This is an optimization exercise on Yosys and OpenROAD, whose aim is small area, a short achievable clock period and few clock cycles, not a production implementation. The RTL was checked by simulation tests, not by an equivalence proof against the original design. No activity file was given, so power comes from the tool's default toggle rates.

orange:
// stepper_step_pulse_generator
module stepper_step_pulse_generator #(
  parameter int PERIOD_BITS = 24
) (
  input  logic        clk,
  input  logic        rst_n,
  input  logic        in_valid,
  output logic        in_ready,
  input  logic [2:0]  in_req_type,
  input  logic [23:0] in_velocity,
  input  logic [31:0] in_step_value,
  output logic        out_valid,
  input  logic        out_ready,
  output logic        out_step_level,
  output logic        out_dir_level,
  output logic        out_enable_n,
  output logic [31:0] out_position,
  output logic        out_is_moving,
  output logic [23:0] out_period_out,
  input  logic        psel,
  input  logic        penable,
  input  logic        pwrite,
  input  logic [3:0]  paddr,
  input  logic [31:0] pwdata,
  output logic [31:0] prdata,
  output logic        pready
);
  localparam logic [36:0] TWO_N = 37'h1E84800000;   
  localparam logic [36:0] K_RST = 37'd655360000;     
  logic [15:0] spr_r, minp_r;
  logic [7:0]  pw_r;
  logic        spr_wr, kst_r;
  logic [36:0] k_r;
  logic        kbusy_r;
  logic [23:0] r_r;
  logic [24:0] q_r;
  logic [5:0]  it_r;
  logic        frun_r, ffin_r, fdone_r, ovf_r, dbit_r;
  logic [31:0] pos_r, tgt_r;
  logic        seek_r, dir_r, moving_r, en_n_r, step_r;
  logic [23:0] period_r, rem_r;
  logic [7:0]  pulse_r;
  logic        out_valid_r;
  logic pready_r;
  assign pready = pready_r;
  assign spr_wr = psel && !penable && pwrite && (paddr[3:2] == 2'd0);
  always_ff @(posedge clk) begin
    if (!rst_n) begin
      spr_r  <= 16'd200;
      minp_r <= 16'd100;
      pw_r   <= 8'd2;
    end else begin
      if (spr_wr) spr_r <= pwdata[15:0];
      if (psel && penable && pwrite) begin
  ...
Settings: LEC_CHECK=0, CAP_MARGIN=5, CORE_MARGIN=2, CORE_UTILIZATION=40, CTS_CLUSTER_DIAMETER=100, CTS_CLUSTER_SIZE=20, SETUP_SLACK_MARGIN=4.7, SLEW_MARGIN=5; clock period 9.0 ns.
standard.sh (not shown) runs the stock make flow with config.mk's settings and CLKGATE_MAP_FILE= SYNTH_SCRIPT=/design/flow/synth_recipe.tcl, a recipe that flattens the netlist after the stock synthesis.
==> flow/flow/run.sh <==
#!/bin/bash
# The standard layout (standard.sh), with the port buffers that buffer_ports
# inserts on every input and output made the platform's smallest buffer,
# sky130_fd_sc_hd__buf_1, instead of its default choice (clkdlybuf4s50_1).
# Timing repair still resizes any port buffer on a critical path.
set -euo pipefail
export BUFFER_PORTS_ARGS="-buffer_cell sky130_fd_sc_hd__buf_1"
bash standard.sh > standard.log 2>&1
Testbench counts of orange, summed over its fixed seeds: cycles 21,559.
Input-level comparison between red and orange:
--- a/flow/design.v
+++ b/flow/design.v
@@ -312,16 +312,17 @@
       end
       if (exec_cmd) begin
         tld_r <= 1'b0;
         case (sc_r)
           3'd1, 3'd2, 3'd3: begin
             if (!srun_r || (run_move && eq)) begin
               moving_r <= 1'b0;
               period_r <= '0;
+              tgt_r    <= pos_r;
               seek_r   <= 1'b1;
             end else begin
               seek_r   <= run_move;
               dir_r    <= run_move ? gt : sfwd_r;
               moving_r <= 1'b1;
               period_r <= q_r[23:0];
               if (q_r[23:0] != period_r) rem_r <= q_r[23:0];
             end
NOTE: complex-gate fraction of the synthesized area in red falls short of that of orange. Switching component of the power, red and orange: higher on red. Compared with orange, in red multi-input combinational cell area shows an increase of 260 sq um, overall power shows an increase of 190 uW, number of distinct library cells after synthesis shows an increase of 13, cell area after synthesis shows an increase of 440 sq um. Compared with orange, red shows a higher global-route wire length before repair.
Testbench counts of red, summed over its fixed seeds: cycles 21,559.

---

RTL: one of the versions met above, not the one the previous note started from.
## stepper_step_pulse_generator
module stepper_step_pulse_generator #(
  parameter int PERIOD_BITS = 24
) (
  input  logic        clk,
  input  logic        rst_n,
  input  logic        in_valid,
  output logic        in_ready,
  input  logic [2:0]  in_req_type,
  input  logic [23:0] in_velocity,
  input  logic [31:0] in_step_value,
  output logic        out_valid,
  input  logic        out_ready,
  output logic        out_step_level,
  output logic        out_dir_level,
  output logic        out_enable_n,
  output logic [31:0] out_position,
  output logic        out_is_moving,
  output logic [23:0] out_period_out,
  input  logic        psel,
  input  logic        penable,
  input  logic        pwrite,
  input  logic [3:0]  paddr,
  input  logic [31:0] pwdata,
  output logic [31:0] prdata,
  output logic        pready
);
clock: 9.0 ns
lec_check: 0
cap_margin: 5
core_margin: 2
core_utilization: 40
cts_cluster_diameter: 100
cts_cluster_size: 20
setup_slack_margin: 4.8
slew_margin: 5
Scripts as last shown in full above: flow/flow/run.sh
The starting point ran to the end with no violations.
Testbench counts at the start, summed over its fixed seeds: cycles 21,559.
Edit:
--- a/flow/design.v
+++ b/flow/design.v
@@ -311,19 +311,18 @@
         end
       end
       if (exec_cmd) begin
         tld_r <= 1'b0;
         case (sc_r)
           3'd1, 3'd2, 3'd3: begin
             if (!srun_r || (run_move && eq)) begin
               moving_r <= 1'b0;
               period_r <= '0;
-              tgt_r    <= pos_r;
               seek_r   <= 1'b1;
             end else begin
               seek_r   <= run_move;
               dir_r    <= run_move ? gt : sfwd_r;
               moving_r <= 1'b1;
               period_r <= q_r[23:0];
               if (q_r[23:0] != period_r) rem_r <= q_r[23:0];
             end
           end
After rerunning: Global-route usage went up by 0.11 points; clock-buffer cell count decreases by 1; worst setup slack improved by 65 ps; routed wire length came out lower by a few percent; sequential share of layout area increases by 0.50 points; clock skew stays flat; clock power is about the same; register-to-register slack is better by 50 ps; total power went down by a few percent; first-iteration DRC count is lower by a little under a tenth; final cell count goes down by a few percent.
Testbench counts after the change, summed over its fixed seeds: cycles 21,559.

---

The RTL this note starts from:
==> flow/design.v <==
package stp_pkg;
  localparam int REQ_W        = 3;
  localparam int VEL_W        = 24;
  localparam int VAL_W        = 32;
  localparam int POS_W        = 32;
  localparam int PERIOD_OUT_W = 24;
  localparam int SPR_W  = 16;
  localparam int MINP_W = 16;
  localparam int PW_W   = 8;
  localparam logic [SPR_W-1:0]  SPR_RST  = 16'd200;
  localparam logic [MINP_W-1:0] MINP_RST = 16'd100;
  localparam logic [PW_W-1:0]   PW_RST   = 8'd2;
  localparam int CFG_DATA_W = 32;
  localparam int CFG_ADDR_W = 4;
  localparam int REG_IDX_W  = 2;
  localparam logic [REG_IDX_W-1:0] REG_SPR  = 2'd0;
  localparam logic [REG_IDX_W-1:0] REG_MINP = 2'd1;
  localparam logic [REG_IDX_W-1:0] REG_PW   = 2'd2;
  localparam int PERIOD_BITS_DEF = 24;
  localparam int DEN_W           = SPR_W + VEL_W;
  localparam int DVS_W           = DEN_W + 1;
  localparam logic [DEN_W-1:0] TWO_TICKS_Q16 = 40'd131072000000;
  localparam int ENTRY_W     = 3 + 1 + VEL_W + VAL_W;
  localparam int QUEUE_DEPTH = 2;
  localparam logic [REQ_W-1:0] REQ_TICK    = 3'd0;
  localparam logic [REQ_W-1:0] REQ_VEL     = 3'd1;
  localparam logic [REQ_W-1:0] REQ_MOVE_AB = 3'd2;
  localparam logic [REQ_W-1:0] REQ_MOVE_RL = 3'd3;
  localparam logic [REQ_W-1:0] REQ_ENABLE  = 3'd4;
  localparam logic [REQ_W-1:0] REQ_DISABLE = 3'd5;
  typedef logic [2:0] cmd_t;
  localparam cmd_t CMD_NOP      = 3'd0;
  localparam cmd_t CMD_TICK     = 3'd1;
  localparam cmd_t CMD_RUN      = 3'd2;
  localparam cmd_t CMD_HALT     = 3'd3;
  localparam cmd_t CMD_MOVE_ABS = 3'd4;
  localparam cmd_t CMD_MOVE_REL = 3'd5;
  localparam cmd_t CMD_ENABLE   = 3'd6;
  localparam cmd_t CMD_DISABLE  = 3'd7;
  typedef struct packed {
    cmd_t             cmd;
    logic             fwd;
    logic [VEL_W-1:0] mag;
    logic [VAL_W-1:0] value;
  } q_entry_t;
  typedef struct packed {
    logic [SPR_W-1:0]  spr;
    logic [MINP_W-1:0] min_period;
    logic [PW_W-1:0]   pulse_width;
  } cfg_t;
endpackage
module stepper_step_pulse_generator #(
  parameter int PERIOD_BITS = 24
) (
  input  logic        clk,
  input  logic        rst_n,
  input  logic        in_valid,
  output logic        in_ready,
  input  logic [2:0]  in_req_type,
  input  logic [23:0] in_velocity,
  input  logic [31:0] in_step_value,
  output logic        out_valid,
  input  logic        out_ready,
  output logic        out_step_level,
  output logic        out_dir_level,
  output logic        out_enable_n,
  output logic [31:0] out_position,
  output logic        out_is_moving,
  output logic [23:0] out_period_out,
  input  logic        psel,
  input  logic        penable,
  input  logic        pwrite,
  input  logic [3:0]  paddr,
  input  logic [31:0] pwdata,
  output logic [31:0] prdata,
  output logic        pready
);
  localparam logic [36:0] TWO_N = 37'h1E84800000;   
  localparam logic [36:0] K_RST = 37'd655360000;     
  logic [15:0] spr_r, minp_r;
  logic [7:0]  pw_r;
  logic        spr_wr;
  logic [36:0] k_r;
  logic        kbusy_r;
  logic [23:0] r_r;
  logic [24:0] q_r;
  logic [5:0]  it_r;
  logic        frun_r, ffin_r, fdone_r, ovf_r, dbit_r;
  logic [31:0] pos_r, tgt_r;
  logic        seek_r, dir_r, moving_r, en_n_r, step_r;
  logic [23:0] period_r, rem_r;
  logic [7:0]  pulse_r;
  logic        out_valid_r;
  assign pready = !kbusy_r || (it_r == 6'd21) || (it_r == 6'd5);
  assign spr_wr = psel && !penable && pwrite && (paddr[3:2] == 2'd0);
  always_ff @(posedge clk) begin
    if (!rst_n) begin
      spr_r  <= 16'd200;
      minp_r <= 16'd100;
      pw_r   <= 8'd2;
    end else begin
      if (spr_wr) spr_r <= pwdata[15:0];
      if (psel && penable && pwrite) begin
        case (paddr[3:2])
          2'd1: minp_r <= pwdata[15:0];
          2'd2: pw_r   <= pwdata[7:0];
          default: ;
        endcase
      end
    end
  end
  logic [2:0] rsel_r;
  always_ff @(posedge clk)
    if (psel && !penable)
      rsel_r <= {paddr[3:2] == 2'd2, paddr[3:2] == 2'd1, paddr[3:2] == 2'd0};
  assign prdata = {16'd0, ({16{rsel_r[0]}} & spr_r) | ({16{rsel_r[1]}} & minp_r)
                          | ({16{rsel_r[2]}} & {8'd0, pw_r})};
  logic [5:0]  a_r, b_r;        
  logic        sv_r, tld_r;     
  logic [2:0]  sc_r;            
  logic        srun_r;          
  logic        sfwd_r;          
  logic [23:0] sm_r;            
  logic [31:0] sval_r;
  logic in_tick, tick_in, cmd_in, accept, out_free, exec_tick, exec_cmd;
  logic vneg, vzero, run_in, s_move, s_rel, run_move, s_ready, f_start;
  logic tick_ok_r, azero_r, pend_r;
  logic [5:0] a_nx, b_nx;
  logic       sv_nx;
  assign in_tick   = (in_req_type == 3'd0);
  assign in_ready  = in_tick ? tick_ok_r : !sv_r;
  assign accept    = in_valid && in_ready;
  assign tick_in   = accept && in_tick;
  assign cmd_in    = accept && !in_tick;
  assign vneg      = in_velocity[23];
  assign vzero     = (in_velocity == 24'd0);
  assign s_move    = (sc_r[2:1] == 2'b01);
  assign s_rel     = sc_r[0];
  assign run_move  = s_move && srun_r;
  assign s_ready   = !srun_r || (fdone_r && (tld_r || !run_move));
  assign out_free  = !out_valid_r || out_ready;
  assign exec_tick = out_free && !azero_r;
  assign exec_cmd  = out_free && azero_r && sv_r && s_ready;
  assign run_in    = (in_req_type == 3'd1) ? !vzero
                   : (in_req_type[2:1] == 2'b01) ? (!vneg && !vzero) : 1'b0;
  always_comb begin
    if (exec_cmd) begin
      a_nx  = b_r + {5'd0, tick_in};
      b_nx  = '0;
      sv_nx = 1'b0;
    end else begin
      a_nx  = a_r - {5'd0, exec_tick} + {5'd0, tick_in && !sv_r};
      b_nx  = b_r + {5'd0, tick_in && sv_r};
      sv_nx = sv_r || cmd_in;
    end
  end
  logic go_nx;
  assign go_nx = (cmd_in ? run_in : pend_r) && !(kbusy_r && it_r != 6'd0) && !spr_wr;
  always_ff @(posedge clk) begin
    if (!rst_n) begin
      a_r       <= '0;
      b_r       <= '0;
      sv_r      <= 1'b0;
      azero_r   <= 1'b1;
      tick_ok_r <= 1'b1;
      pend_r    <= 1'b0;
      f_start   <= 1'b0;
    end else begin
      a_r       <= a_nx;
      b_r       <= b_nx;
      sv_r      <= sv_nx;
      azero_r   <= (a_nx == 6'd0);
      tick_ok_r <= sv_nx ? (b_nx != 6'd63) : (a_nx != 6'd63);
      pend_r    <= (cmd_in ? run_in : pend_r) && !go_nx;
      f_start   <= go_nx;
    end
  end
  always_ff @(posedge clk) begin
    if (cmd_in) begin
      sc_r   <= in_req_type;
      srun_r <= run_in;
      sfwd_r <= !vneg;
      sm_r   <= in_velocity ^ {24{!vneg}};
      sval_r <= in_step_value;
    end
  end
  logic [24:0] t_in, b_op;
  logic        cin, qbit, dbit_f, fast, ph_top, ph_mid;
  logic [25:0] diff;
  logic [5:0]  it_nx;
  assign ph_top = (it_r == 6'd24);
  assign ph_mid = (it_r >= 6'd8);
  assign dbit_f = ph_top ? k_r[24] : ph_mid ? k_r[23] : k_r[7];
  assign t_in   = f_start ? {1'b0, k_r[31:8]} : {r_r, kbusy_r ? dbit_r : dbit_f};
  assign b_op = kbusy_r ? {9'h1FF, ~spr_r} : {1'b1, sm_r};
  assign cin  = kbusy_r || sfwd_r;
  assign diff = {1'b0, t_in} + {b_op[24], b_op} + {25'd0, cin};
  assign qbit = !diff[25];
  assign fast = (k_r[36:32] == 5'd0) && !qbit;
  always_comb begin
    if (spr_wr)                          it_nx = 6'd36;
    else if (kbusy_r)                    it_nx = it_r - 6'd1;
    else if (f_start)                    it_nx = fast ? 6'd7 : 6'd24;
    else if (frun_r)                     it_nx = it_r - 6'd1;
    else                                 it_nx = it_r;
  end
  logic [24:0] q_rnd;
  logic [15:0] lo;
  logic        sat;
  logic [23:0] newp;
  assign q_rnd = {1'b0, q_r[24:1]} + {24'd0, q_r[0]};
  assign sat   = q_rnd[24] || ovf_r || (spr_r == 16'd0);
  assign lo    = (minp_r == 16'd0) ? 16'd1 : minp_r;
  assign newp  = sat ? 24'hFFFFFF : (q_rnd[23:0] < {8'd0, lo}) ? {8'd0, lo} : q_rnd[23:0];
  always_ff @(posedge clk) begin
    if (!rst_n) begin
      kbusy_r <= 1'b0;
      frun_r  <= 1'b0;
      ffin_r  <= 1'b0;
      fdone_r <= 1'b0;
      k_r     <= K_RST;
    end else begin
      dbit_r <= TWO_N[it_nx];
      it_r   <= it_nx;
      if (spr_wr) begin
        kbusy_r <= 1'b1;
        r_r     <= '0;
      end else if (kbusy_r) begin
        r_r  <= qbit ? diff[23:0] : t_in[23:0];
        k_r  <= {k_r[35:0], qbit};
        if (it_r == 6'd0) kbusy_r <= 1'b0;
      end else if (f_start) begin
        q_r    <= '0;
        ovf_r  <= 1'b0;
        r_r    <= fast ? t_in[23:0] : {12'd0, k_r[36:25]};
        frun_r <= 1'b1;
      end else if (frun_r) begin
        r_r    <= qbit ? diff[23:0] : t_in[23:0];
        q_r    <= {q_r[23:0], qbit};
        ovf_r  <= ovf_r | (qbit & diff[24]);
        frun_r <= (it_r != 6'd0);
        ffin_r <= (it_r == 6'd0);
        if (ph_top) ;
        else if (ph_mid) k_r[23:8]  <= {k_r[22:8], k_r[23]};
        else             k_r[7:0]   <= {k_r[6:0], k_r[7]};
      end else if (ffin_r) begin
        q_r[23:0] <= newp;
        ffin_r    <= 1'b0;
        fdone_r   <= 1'b1;
      end else if (exec_cmd) begin
        fdone_r <= 1'b0;
      end
    end
  end
  logic [31:0] sum, target;
  logic        ld_tgt, eq, gt;
  logic [7:0]  pulse_dec;
  assign ld_tgt    = sv_r && run_move && azero_r && !tld_r;
  assign sum       = pos_r + (azero_r ? sval_r : {{31{!dir_r}}, 1'b1});
  assign target    = s_rel ? sum : sval_r;
  assign eq        = (pos_r == tgt_r);
  assign gt        = $signed(tgt_r) > $signed(pos_r);
  assign pulse_dec = pulse_r - 8'd1;
  always_ff @(posedge clk) begin
    if (!rst_n) begin
      pos_r       <= '0;
      tgt_r       <= '0;
      tld_r       <= 1'b0;
      seek_r      <= 1'b0;
      dir_r       <= 1'b0;
      moving_r    <= 1'b0;
      en_n_r      <= 1'b1;
      period_r    <= '0;
      pulse_r     <= '0;
      step_r      <= 1'b0;
      out_valid_r <= 1'b0;
    end else begin
      out_valid_r <= exec_tick || exec_cmd || (out_valid_r && !out_ready);
      if (ld_tgt) begin
        tgt_r <= target;
        tld_r <= 1'b1;
      end
      if (exec_tick) begin
        if (pulse_r != 8'd0) begin
          pulse_r <= pulse_dec;
          if (pulse_dec == 8'd0) step_r <= 1'b0;
        end
        if (moving_r) begin
          if (rem_r != 24'd1) begin
            rem_r <= rem_r - 24'd1;
          end else begin
            rem_r <= period_r;
            if (seek_r && eq) begin
              moving_r <= 1'b0;
              period_r <= '0;
            end else begin
              step_r  <= 1'b1;
              pulse_r <= (pw_r == 8'd0) ? 8'd1 : pw_r;
              pos_r   <= sum;
            end
          end
        end
      end
      if (exec_cmd) begin
        tld_r <= 1'b0;
        case (sc_r)
          3'd1, 3'd2, 3'd3: begin
            if (!srun_r || (run_move && eq)) begin
              moving_r <= 1'b0;
              period_r <= '0;
              tgt_r    <= pos_r;
              seek_r   <= 1'b1;
            end else begin
              seek_r   <= run_move;
              dir_r    <= run_move ? gt : sfwd_r;
              moving_r <= 1'b1;
              period_r <= q_r[23:0];
              if (q_r[23:0] != period_r) rem_r <= q_r[23:0];
            end
          end
          3'd4: en_n_r <= 1'b0;
          3'd5: begin
            moving_r <= 1'b0;
            period_r <= '0;
            en_n_r   <= 1'b1;
          end
          default: ;
        endcase
      end
    end
  end
  assign out_valid      = out_valid_r;
  assign out_step_level = step_r;
  assign out_dir_level  = dir_r;
  assign out_enable_n   = en_n_r;
  assign out_position   = pos_r;
  assign out_is_moving  = moving_r;
  assign out_period_out = period_r;
endmodule
make LEC_CHECK=0 CAP_MARGIN=20 CORE_MARGIN=2 CORE_UTILIZATION=40 SETUP_SLACK_MARGIN=4.5 SLEW_MARGIN=20 finish   # period 9.0 ns
run.sh (not shown) runs the stock make flow with config.mk's settings and CLKGATE_MAP_FILE= SYNTH_SCRIPT=/design/flow/synth_recipe.tcl, a recipe that flattens the netlist after the stock synthesis.
Stock flow here: none of the scripts above is used.
Testbench counts at the start, summed over its fixed seeds: cycles 21,557.
Edit:
--- a/flow/design.v
+++ b/flow/design.v
@@ -92,5 +92,6 @@
   logic [7:0]  pulse_r;
   logic        out_valid_r;
-  assign pready = !kbusy_r || (it_r == 6'd21) || (it_r == 6'd5);
+  logic pready_r;
+  assign pready = pready_r;
   assign spr_wr = psel && !penable && pwrite && (paddr[3:2] == 2'd0);
   always_ff @(posedge clk) begin
@@ -171,5 +172,5 @@
       sv_r      <= sv_nx;
       azero_r   <= (a_nx == 6'd0);
-      tick_ok_r <= sv_nx ? (b_nx != 6'd63) : (a_nx != 6'd63);
+      tick_ok_r <= (a_r < 6'd62) && (b_r < 6'd62);
       pend_r    <= (cmd_in ? run_in : pend_r) && !go_nx;
       f_start   <= go_nx;
@@ -187,8 +188,7 @@
   logic [24:0] t_in, b_op;
   logic        cin, qbit, dbit_f, fast, ph_top, ph_mid;
+  logic [5:0]  itk_nx;
   logic [25:0] diff;
   logic [5:0]  it_nx;
-  assign ph_top = (it_r == 6'd24);
-  assign ph_mid = (it_r >= 6'd8);
   assign dbit_f = ph_top ? k_r[24] : ph_mid ? k_r[23] : k_r[7];
   assign t_in   = f_start ? {1'b0, k_r[31:8]} : {r_r, kbusy_r ? dbit_r : dbit_f};
@@ -198,4 +198,5 @@
   assign qbit = !diff[25];
   assign fast = (k_r[36:32] == 5'd0) && !qbit;
+  assign itk_nx = spr_wr ? 6'd36 : it_r - 6'd1;
   always_comb begin
     if (spr_wr)                          it_nx = 6'd36;
@@ -220,7 +221,11 @@
       fdone_r <= 1'b0;
       k_r     <= K_RST;
+      pready_r <= 1'b1;
     end else begin
-      dbit_r <= TWO_N[it_nx];
+      pready_r <= !(spr_wr || (kbusy_r && it_r != 6'd0)) || (itk_nx == 6'd21) || (itk_nx == 6'd5);
+      dbit_r <= TWO_N[itk_nx];
       it_r   <= it_nx;
+      ph_top <= (it_nx == 6'd24);
+      ph_mid <= (it_nx >= 6'd8);
       if (spr_wr) begin
         kbusy_r <= 1'b1;
Design area grows by 0.31%. Wire length goes up by 1.2%. Sequential power hardly moves. Count of clock-buffer cells in the layout is lower by 3. Utilization fell by 0.23 points. Flip-flop and latch count went up by 3. Maximum frequency is higher by 0.47%. Synthesized area increases by 1.4%. Worst setup slack is better by 0.021 ns. Hold slack is worse by 0.012 ns.
Testbench counts after the change, summed over its fixed seeds: cycles 21,557.

separate check: timing with driven ports:
Ports are ideal in the flow. The routed layouts listed here were re-timed in OpenROAD.
Step 1 (the two cells are an assumption about what drives the block):
set clk [get_ports {clk}]
set_driving_cell -lib_cell sky130_fd_sc_hd__clkbuf_16 $clk
set_driving_cell -lib_cell sky130_fd_sc_hd__buf_2 [delete_from_list [all_inputs] $clk]
Step 2 moves the port delays by t, midway between the first and last clock arrival at a register: inputs arrive t later, outputs are due t later. That takes back most of the time a late clock gives input paths.
Three values: ideal ports, drivers, drivers and shift; two values: the first two.
| run | t (ns) | slack for setup (ns) | worst setup path at the end | pins driven straight from the clock port |
|---|---|---|---|---|
| orange | 0.615 | 4.757 / 4.737 / 4.302 | input to register | 1 |
| red | 0.600 | 4.735 / 4.695 / 4.326 | input to register | 1 |
| the first run of note 2 | 0.603 | 4.740 / 4.702 / 4.375 | input to register | 1 |
| the second run of note 2 | 0.619 | 4.805 / 4.766 / 4.448 | input to register | 1 |
| the first run of note 3 | 0.618 | 4.566 / 4.549 / 4.077 | input to register | 1 |
| the second run of note 3 | 0.625 | 4.587 / 4.564 / 4.143 | input to register | 1 |
After both steps setup and hold are still met in every run listed. For the first run of note 3, which loses most, drivers alone change the setup slack by -0.017 ns; drivers and shift together by -0.489 ns.
